Context: an optimization exercise on an open-source flow, tuned for small area, a short achievable clock period and few clock cycles. The choices shown serve that exercise and are no tape-out recipe. Function was checked by simulation only, so behaviour that the tests miss may differ from the original. Power figures rest on the tool's default switching activity, not on a simulated workload.

run 1:
Design raster_core_multirow, start of the top module:
module raster_core_multirow #(
   parameter int unsigned CORE_ID      = 3,
   parameter int unsigned NUM_ROWS     = 2,
   parameter int unsigned X_MAX        = 400,
   parameter int unsigned BRAM_LATENCY = 2,
   parameter logic [31:0] LAMBDA_ONE   = 32'h0001_0000,
   parameter int unsigned ADDR_W       = 10
) (
   input  logic              clk,
   input  logic              reset,
   input  logic              s_valid,
   input  logic [31:0]       s_data,
   output logic              s_ready,
   output logic              m_valid,
   input  logic              m_ready,
   output logic [15:0]       m_data,
   output logic              m_last,
   output logic              rch_en,
   output logic [ADDR_W-1:0] rch_addr,
   input  logic [31:0]       rch_data,
   output logic              wch_en,
   output logic [ADDR_W-1:0] wch_addr,
   output logic [31:0]       wch_data
);
Settings: LEC_CHECK=0, ABC_AREA=1, CAP_MARGIN=20, CORE_MARGIN=2, CORE_UTILIZATION=40, SETUP_SLACK_MARGIN=4.0, SLEW_MARGIN=20; clock period 8.0 ns.
run.sh (not shown) runs the stock make flow with config.mk's settings and CLKGATE_MAP_FILE= SYNTH_SCRIPT=/design/flow/synth_recipe.tcl, a recipe that flattens the netlist after the stock synthesis.
Run 1 did not stop at any stage, and its layout met the timing, design-rule and antenna checks.
Testbench counts of run 1, summed over its fixed seeds: cycles 89,220.
What run 2 does differently from run 1 at the input level:
- ABC_AREA removed (was 1)
[summary]
- Of the two candidates, run 1 has the worse global-route wire length before repair and run 2 the better one.
- Per the comparison of run 2 with run 1, power share of the combinational group shows a reduction of 27 points, synthesized cell count shows a reduction of about 12%, global-route usage shows a reduction of 0.77 points, worst hold-check slack shows no meaningful change, total clock buffers created by CTS shows an increase of 1.
- First-iteration DRC count (run 2 vs. run 1) decreases slightly
- Comparing run 2 and run 1, the lower total via count in the routed design was measured on run 2.
diff inputs: run 2 => run 3
- SETUP_SLACK_MARGIN: 4.0 -> 4.5
[summary]
The power per unit of standard cell area in run 2 is 1.06 times that in run 3.
Diff run 2 -> run 3: design area climbed 3.8%, share of final layout cell area taken by clock buffers and inverters fell by 0.74 points, fraction of synthesized area in multiplexers was more or less identical.
The run with more setup slack is run 3; run 2 has less.
Taking run 2 as the reference, in run 3 number of non-clock buffers increased about 60%, cell-internal power decreased 0.17 mW, layout filler cell count decreased 2.1%.
Cell leakage power in run 3 is 3.7% above run 2.
Global routing usage on met2 was higher in the run labelled run 3.
Here is what was changed in the inputs of run 4 compared with run 3.
- setting CTS_BUF_LIST to sky130_fd_sc_hd__clkbuf_8 for the first time
- changing SETUP_SLACK_MARGIN from 4.5 to 4.0
- setting CTS_CLUSTER_SIZE to 40 for the first time
==> comparison <==
Run 4 vs run 3: post-route cell area down by a few percent
Run 4 drops fewer vias than run 3.
Looking at utilization, run 4 sits 1.8 points lower than run 3 does.
Higher leakage component of the power goes to run 3 over run 4.
Clock share of power: run 4 vs run 3 up 0.7 points

* * *

Another version of the RTL of raster_core_multirow (not shown whole).
Size: roughly 3,600 cells after synthesis, roughly 460 flip-flops, about 140 I/O pins, about 0.030 mm2 of cells after synthesis.
Settings: LEC_CHECK=0, ABC_AREA=1, CAP_MARGIN=20, CORE_MARGIN=2, CORE_UTILIZATION=40, CTS_CLUSTER_DIAMETER=60, CTS_CLUSTER_SIZE=30, SETUP_SLACK_MARGIN=4.0, SLEW_MARGIN=20; clock period 8.0 ns.
Testbench counts at the start, summed over its fixed seeds: cycles 86,487.
Change:
CTS_CLUSTER_DIAMETER = default   (was 60)
CTS_CLUSTER_SIZE = default   (was 30)
SETUP_SLACK_MARGIN = 4.2   (was 4.0)
After rerunning:
- The new run completed without violations
- routed wire length climbs by 1.9%
- synthesized cell count is unchanged
- via count is higher by 0.82%
- non-clock buffer count rose by 23
- power goes up by 2.5%
- sequential share of layout area falls by 0.55 points
- setup slack gains 49 ps
- utilization rises by 0.77 points
- global-route usage grows by 0.71 points
Change:
SETUP_SLACK_MARGIN = 4.4   (was 4.2)
=>
- The new run went through all stages and came out clean
- maximum frequency climbs by 2.6%
- setup slack gains 97 ps
- wire length climbs by 2.4%
- clock skew climbs by 6.2 ps
- via count climbs by 2.2%
- power climbs by 3.3%
Change:
SETUP_SLACK_MARGIN = 4.0   (was 4.4)
Result: Synthesized area is unchanged; total power drops by 4.9%; setup slack got worse by 230 ps; clock power shrinks by about 3%; flip-flop and latch count is unchanged; utilization goes down by 2.2 points; fmax drops by 5.8%; wire length falls by 3.6%; global-route usage falls by 0.71 points; via count fell by 2.5%.

==> separate check: timing with driven ports <==
Ports are ideal in the flow. The routed layouts listed here were re-timed in OpenROAD.
Step 1 sets driving cells, clkbuf_16 on the clock port and buf_2 on the other inputs (assumed; they add their load-dependent delay and slew).
Step 2, shift: input delay + t, output delay - t, t = (earliest + latest rising clock arrival at the registers) / 2. This alone moves slack from input paths to output paths.
Three values: no drivers, after step 1, after step 2; two values: the first two.
run	shift t [ns]	setup WS [ns]	worst hold slack (ns)
run 1	0.670	4.166 / 4.207 / 3.537	0.322 / 0.322 / 0.322
run 2	0.673	4.138 / 4.138 / 3.524	0.323 / 0.323 / 0.323
run 3	0.667	4.300 / 4.300 / 3.902	0.315 / 0.315 / 0.315
run 4	0.781	4.058 / 4.058 / 3.541	0.315 / 0.315 / 0.315
the first run of note 2	0.670	4.153 / 4.153 / 3.531	0.321 / 0.321 / 0.321
the second run of note 2	0.683	4.202 / 4.202 / 3.609	0.322 / 0.322 / 0.322
the third run of note 2	0.694	4.298 / 4.298 / 3.808	0.317 / 0.317 / 0.317
the fourth run of note 2	0.677	4.071 / 4.071 / 3.526	0.322 / 0.322 / 0.322
After both steps every run listed still meets setup and hold. For run 1, which loses most, drivers alone change the setup slack by +0.041 ns; drivers and shift together by -0.629 ns.
